Background: an optimization exercise with open tools, aiming at small area and a short achievable clock period. Do not read the settings as production practice.
Function was checked by simulation only, so behaviour that the tests miss may differ from the original.
Power figures rest on the tool's default switching activity, not on a simulated workload.

--- design/flow/design.v ---
module line_packetizer #(
    parameter int          PIX_PER_LINE = 3648,
    parameter int          FIFO_AW      = 8,
    parameter logic [15:0] SYNC_WORD    = 16'hA55A
) (
    input  logic        clk,
    input  logic        rst,
    input  logic        en,
    input  logic        line_sync,
    input  logic        pix_valid,
    input  logic [15:0] pix_data,
    input  logic        tx_full,
    output logic        tx_wrreq,
    output logic [7:0]  tx_data,
    output logic [15:0] line_cnt,
    output logic [15:0] missed_lines,
    output logic        overflow,
    output logic        busy
);
    localparam int          DEPTH    = 2 ** FIFO_AW;
    localparam logic [15:0] PPL      = 16'(PIX_PER_LINE);
    localparam logic [15:0] PPL_LAST = 16'(PIX_PER_LINE - 1);
    typedef enum logic [2:0] {
        S_IDLE,
        S_HDR,
        S_PIX_HI,
        S_PIX_LO,
        S_TRL
    } state_t;
    state_t             state, state_nxt;
    logic [2:0]         idx, idx_nxt;
    logic [15:0]        k, k_nxt;
    logic [15:0]        cur_word, cur_word_nxt;
    logic               cur_from_fifo, cur_from_fifo_nxt;
    logic [15:0]        checksum, cksum_nxt;
    logic [1:0]         flags;
    logic [15:0]        pkt_line;
    logic               capture_active;
    logic [15:0]        cap_n;
    logic               emit, done, pop;
    logic [7:0]         emit_byte;
    logic [15:0]        mem [DEPTH];
    logic [FIFO_AW-1:0] wr_ptr, rd_ptr;
    logic [FIFO_AW:0]   count;
    logic               fifo_empty, fifo_full;
    logic [15:0]        fifo_head;
    logic               accept, pix_take, fifo_wr;
    assign busy       = capture_active || (state != S_IDLE);
    assign accept     = line_sync && en && !busy;
    assign pix_take   = capture_active && en && pix_valid;
    assign fifo_empty = (count == '0);
    assign fifo_full  = count[FIFO_AW];
    assign fifo_wr    = pix_take && !fifo_full;
    assign fifo_head  = mem[rd_ptr];
    always_ff @(posedge clk) begin
        if (fifo_wr) mem[wr_ptr] <= pix_data;
    end
    always_comb begin
        state_nxt         = state;
        idx_nxt           = idx;
        k_nxt             = k;
        cur_word_nxt      = cur_word;
        cur_from_fifo_nxt = cur_from_fifo;
        cksum_nxt         = checksum;
        emit              = 1'b0;
        emit_byte         = 8'h00;
        pop               = 1'b0;
        done              = 1'b0;
        case (state)
            S_IDLE: begin
                if (accept) begin
                    state_nxt = S_HDR;
                    idx_nxt   = '0;
                end
            end
            S_HDR: begin
                if (!tx_full) begin
                    emit = 1'b1;
                    case (idx)
                        3'd0:    emit_byte = SYNC_WORD[15:8];
                        3'd1:    emit_byte = SYNC_WORD[7:0];
                        3'd2:    emit_byte = pkt_line[15:8];
                        3'd3:    emit_byte = pkt_line[7:0];
                        3'd4:    emit_byte = PPL[15:8];
                        default: emit_byte = PPL[7:0];
                    endcase
                    if (idx == 3'd5) begin
                        state_nxt = S_PIX_HI;
                        idx_nxt   = '0;
                        k_nxt     = '0;
                    end else begin
                        idx_nxt = idx + 3'd1;
                    end
                end
            end
            S_PIX_HI: begin
                if (!tx_full && (!fifo_empty || !capture_active)) begin
                    cur_word_nxt      = fifo_empty ? 16'h0000 : fifo_head;
                    cur_from_fifo_nxt = !fifo_empty;
                    emit              = 1'b1;
                    emit_byte         = cur_word_nxt[15:8];
                    state_nxt         = S_PIX_LO;
                end
            end
            S_PIX_LO: begin
                if (!tx_full) begin
                    emit      = 1'b1;
                    emit_byte = cur_word[7:0];
                    pop       = cur_from_fifo;
                    cksum_nxt = checksum + cur_word;
                    if (k == PPL_LAST) begin
                        state_nxt = S_TRL;
                        idx_nxt   = '0;
                    end else begin
                        k_nxt     = k + 16'd1;
                        state_nxt = S_PIX_HI;
                    end
                end
            end
            S_TRL: begin
                if (!tx_full) begin
                    emit = 1'b1;
                    case (idx)
                        3'd0:    emit_byte = {6'b0, flags};
                        3'd1:    emit_byte = checksum[15:8];
                        default: emit_byte = checksum[7:0];
                    endcase
                    if (idx == 3'd2) begin
                        state_nxt = S_IDLE;
                        done      = 1'b1;
                    end else begin
                        idx_nxt = idx + 3'd1;
                    end
                end
            end
            default: state_nxt = S_IDLE;
        endcase
    end
    always_ff @(posedge clk) begin
        if (rst) begin
            state          <= S_IDLE;
            idx            <= '0;
            k              <= '0;
            cur_word       <= '0;
            cur_from_fifo  <= 1'b0;
            checksum       <= '0;
            flags          <= '0;
            pkt_line       <= '0;
            capture_active <= 1'b0;
            cap_n          <= '0;
            wr_ptr         <= '0;
            rd_ptr         <= '0;
            count          <= '0;
            line_cnt       <= '0;
            missed_lines   <= '0;
            overflow       <= 1'b0;
            tx_wrreq       <= 1'b0;
            tx_data        <= '0;
        end else begin
            state         <= state_nxt;
            idx           <= idx_nxt;
            k             <= k_nxt;
            cur_word      <= cur_word_nxt;
            cur_from_fifo <= cur_from_fifo_nxt;
            checksum      <= accept ? 16'h0000 : cksum_nxt;
            tx_wrreq      <= emit;
            if (emit) tx_data <= emit_byte;
            if (done) line_cnt <= line_cnt + 16'd1;
            if (line_sync && en && busy && missed_lines != 16'hFFFF)
                missed_lines <= missed_lines + 16'd1;
            if (accept) begin
                capture_active <= 1'b1;
                cap_n          <= '0;
                flags          <= '0;
                pkt_line       <= line_cnt;
            end else if (capture_active && !en) begin
                capture_active <= 1'b0;
                flags[1]       <= 1'b1;
            end else if (pix_take) begin
                cap_n <= cap_n + 16'd1;
                if (cap_n == PPL_LAST) capture_active <= 1'b0;
                if (fifo_full) begin
                    overflow <= 1'b1;
                    flags[0] <= 1'b1;
                end
            end
            if (fifo_wr) wr_ptr <= wr_ptr + 1'b1;
            if (pop)     rd_ptr <= rd_ptr + 1'b1;
            case ({fifo_wr, pop})
                2'b10:   count <= count + 1'b1;
                2'b01:   count <= count - 1'b1;
                default: count <= count;
            endcase
        end
    end
endmodule
--- design/flow/run.sh ---
#!/bin/bash
# synth_recipe.tcl (not shown) runs the flow's synth.tcl, then flattens the netlist and writes it again
# the make line also repeats each setting of config.mk as NAME=value (left out here)
make -C /OpenROAD-flow-scripts/flow DESIGN_CONFIG=/design/flow/config.mk WORK_HOME=/design/flow/orfs CLKGATE_MAP_FILE= SYNTH_SCRIPT=/design/flow/synth_recipe.tcl finish
--- design/flow/config.mk ---
export PLATFORM = sky130hd
export DESIGN_NAME = line_packetizer
export DESIGN_NICKNAME = line_packetizer
export VERILOG_FILES = /design/flow/design.v
export SDC_FILE = /design/flow/constraint.sdc
export NUM_CORES = 4
export LEC_CHECK = 0
export CAP_MARGIN = 20
export CORE_MARGIN = 2
export CORE_UTILIZATION = 50
export PLACE_DENSITY = 0.6
export SLEW_MARGIN = 20
--- design/flow/constraint.sdc ---
create_clock -name core_clock -period 5.0 [get_ports {clk}]
set_input_delay 1.0000 -clock core_clock [delete_from_list [all_inputs] [get_ports {clk}]]
set_output_delay 1.0000 -clock core_clock [all_outputs]
set_load 0.01 [all_outputs]
==> flow_summary.json <==
{
  "grt_max_degree": 141,
  "place_ws_ns": 0.473,
  "slew_violations": 0,
  "relSlewSlack_pct": 20.7,
  "min_period_ns": 4.57,
  "port_buffers": 64,
  "clock_skew_ns": 0.0697,
  "root_buffer": "clkbuf_16",
  "cts_tree": "yes",
  "die_h_um": 580,
  "clock_latency_ns": 1.00,
  "dr.first_iter.drc_count": 12300,
  "yosys_warnings": 1,
  "core_area_mm2": 0.330,
  "fillCellCount": 24300,
  "peakVddDrop_uv": 350,
  "ys_types": 85,
  "drcViolationCount": 0,
  "critPathSlowestCell": "dfxtp_4",
  "cts_buffers": 429,
  "critPathBufInv": 3,
  "fin_setup_tns_ns": 0,
  "finalHoldViolCount": 0,
  "start_util_pct": 50.2,
  "wl_per_cell_um": 35.1,
  "clockBufferDepth": 4,
  "setup_violations": 0,
  "grt_usage_pct": 27.8,
  "multi_input_area_mm2": 0.0370,
  "switchingPower_mw": 14.4,
  "synth_nets": 8020,
  "pin_count": 65,
  "clkPwrFrac_pct": 44.4,
  "synth_seq_cells": 4261,
  "end_kind": "flip-flop",
  "synth_edf_count": 4096,
  "worst_slew_pin_slew_ns": 1.19,
  "cp_common_cell": "buf_4",
  "path_cells": "buf_12, buf_4, mux4_2, a22o_1, a221oi_1, buf_4, o22ai_1, o31a_1, a311oi_1, o41ai_1",
  "netlist_instances": 7959,
  "gr-total-overflow": 0,
  "dp_hpwl_um": 298000,
  "p_comb_share_pct": 1.5,
  "internal-power_mw": 57.9,
  "grt_antenna_before_repair": 26,
  "worst_setup_path_start_kind": "flip-flop",
  "ant_nets": 0,
  "arrival_ns": 5.41,
  "critPathTopFamily": "compound AO/OA/AOI/OAI gates",
  "die_w_um": 580,
  "max_cap_violations": 0,
  "slowest_delay_ns": 0.98,
  "fin_ws_ns": 0.430,
  "post_cts_resized": 0,
  "gp_congestion": 0.913,
  "firstDrtPassIters": 6,
  "vias": 86100,
  "synth_area_leaders": "edfxtp_1 (74%), mux4_2 (14%), dfxtp_1 (2.0%), mux2i_1 (1.5%), nor2_1 (1.1%)",
  "cts_setup_buffers": 0,
  "switching_share_pct": 19.9,
  "synth_top_area_share_pct": 74.2,
  "rsz0062_at_grt": "false",
  "hold_class": "reg2reg",
  "nets": 8724,
  "dieArea_mm2": 0.336,
  "leakage_nw": 57.8,
  "syn_area_per_cell_um2": 20.8,
  "drive_gt1_share_pct": 27.4,
  "critPathMaxFanout": 27,
  "pwr-share-seq_pct": 54.2,
  "syn-cell-area_mm2": 0.166,
  "clkSlewWorstSetupHoldPaths_ns": 0.06,
  "cts-hold-fix-buffers": 0,
  "avgViaCountPerCell": 6.42,
  "ys_seq_area_share_pct": 76.2,
  "grt_pass1_vias": 84200,
  "period_share_pct": 91.4,
  "numClockSinks": 4261,
  "p_per_area_mw_per_mm2": 382,
  "grt_pass1_wl_um": 660000,
  "status": "complete, no violations",
  "critPathKind": "reg2reg",
  "synth_top_area_cell": "edfxtp_1",
  "ff_latch_area_mm2": 0.126,
  "cts_htree_levels": 5,
  "required_ns": 5.84,
  "ys_async_sr_fraction_pct": 0,
  "wirelength_um": 471000,
  "synth_ff_type": "edfxtp_1",
  "max_clock_freq_mhz": 219,
  "rows": 211,
  "area_growth_pct": 14.3
}
-- layout make-up --
| type | instances | share of cell area (%) |
|---|---|---|
| multi-input combinational | 3233 | 19.6 |
| clock inverter | 255 | 1.31 |
| tap | 4366 | 2.88 |
| sequential | 4261 | 66.7 |
| antenna | 7 | 0.00925 |
| clock buffer | 539 | 6.06 |
| inverter | 30 | 0.0595 |
| timing repair buffer | 708 | 3.39 |
-- state kept, by name, indices dropped and copies added, names as in the netlist, named ones only --
signal and count:
cur_word 16, k 16, idx 3, rd_ptr 8, mem 4096, cur_from_fifo 1, tx_data 8, missed_lines 16
checksum 16, state 3, count 9, flags 2, overflow 1, line_cnt 16, wr_ptr 8, cap_n 16
pkt_line 16, capture_active 1, tx_wrreq 1
-- logic make-up (layout without fill, tap and decap cells) --
group | count (synthesis) | in the layout | synth area share (%)
simple gates | 1122 | 1122 | 3.11
fa+ha+maj | 39 | 39 | 0.304
mux | 1308 | 1308 | 15.5
xor+xnor | 82 | 82 | 0.433
compound gates | 682 | 682 | 2.80
buf+inv | 465 | 1532 | 1.61
flops | 4261 | 4261 | 76.2
other cells | 0 | 7 | 0
-- power groups by stage --
stage | sequential [mW] | combinational (mW) | clock, mW
3_5_place_dp | 39.9 | 1.06 | 0
2_1_floorplan | 39.9 | 0.236 | 0
3_3_place_gp | 39.9 | 1.02 | 0
4_1_cts | 39.1 | 1.06 | 32.5
6_report | 39.2 | 1.06 | 32.1
5_1_grt | 39.1 | 1.13 | 33.9
-- cells in the mapped netlist (48+ instances only) --
cell type  instances
buf_4             94
clkbuf_1         129
o22ai_1          115
nor3_1            57
xor2_1            48
nand2_1          250
mux2_2            58
nand3_1           75
edfxtp_1        4096
a21oi_1          116
mux2i_1          245
mux4_2          1005
buf_2            143
nor2_1           474
dfxtp_1          165
nor2b_1           79
o21ai_0          100
a22oi_1           77
-- layer usage --
layer / GRT usage (%) / vias to the layer above / wire [um]
met5: 0 / - / 129
met4: 9.63 / 20 / 18100
met3: 5.83 / 836 / 46900
met2: 42.7 / 4646 / 218000
met1: 40.1 / 46000 / 187000
li1: - / 34600 / -
-- through the flow --
stage / hold WS (ns) / util [%] / std cells / power [mW] / instance area, um^2
2_1_floorplan: 0.427 / - / 7959 / 40.1 / 166000
3_3_place_gp: 0.441 / 53.1 / 12600 / 40.9 / 175000
3_5_place_dp: 0.442 / 53.1 / 12600 / 41.0 / 175000
4_1_cts: 0.453 / 57.4 / 13400 / 72.7 / 189000
5_1_grt: 0.463 / 57.4 / 13400 / 74.2 / 189000
6_report: 0.456 / 57.4 / 13400 / 72.3 / 189000
-- placed cells by master (no fill, tap or decap), types with 32 or more instances in the layout --
cell type        count
edfxtp_1          4096
mux4_2            1005
buf_4              573
clkbuf_16          439
nor2_1             398
mux2i_1            245
nand2_1            237
dfxtp_1            158
a21oi_1            116
o22ai_1            115
o21ai_0            100
clkinv_1            92
clkinv_2            88
clkbuf_1            87
a22oi_1             77
nor2_2              75
nor2b_1             73
buf_12              71
nand3_1             70
mux2_2              58
nor3_1              55
xor2_1              48
clkdlybuf4s50_1     47
bufinv_16           46
a211oi_1            39
ha_1                37
xnor2_1             34
nor4_1              33
a221oi_1            32
-- tightest hold or removal path, stage by stage, from the launching register on --
cell and delay, ns:
dfxtp_1 0.32, nand2_1 0.05, nand2_1 0.04
-- path summary, 6_finish.rpt --
path | end | cells after the start | slack (ns) | start
worst max-delay path | cur_word[6]$_SDFFE_PP0P_ | 10 | 0.43 | flip-flop
worst min-delay path | cur_word[12]$_SDFFE_PP0P_ | 2 | 0.46 | cur_word[12]$_SDFFE_PP0P_
worst max register to register | cur_word[6]$_SDFFE_PP0P_ | 10 | 0.43 | flip-flop
worst min register to register | cur_word[12]$_SDFFE_PP0P_ | 2 | 0.46 | cur_word[12]$_SDFFE_PP0P_

static timing again, ports no longer ideal:
The results above use ideal ports. As a check the final layout listed here was re-extracted and re-timed, cells and wires unchanged. Step 1: set_driving_cell puts a clkbuf_16 on clk and a buf_2 on each other input, an assumption about the parent block. Step 2 moves the port delays by t, midway between the first and last clock arrival at a register: inputs arrive t later, outputs are due t later. That takes back most of the time a late clock gives input paths. Three values: ideal, step 1, step 2; two values: the first two.
shift t [ns]: 1.062
slack for setup (ns): 0.430 / 0.430 / 0.430
latest minus earliest clock arrival (ns): 0.069 / 0.069
After both steps this run still meets setup and hold. For this run, drivers alone change the setup slack by 0.000 ns; drivers and shift together by 0.000 ns.
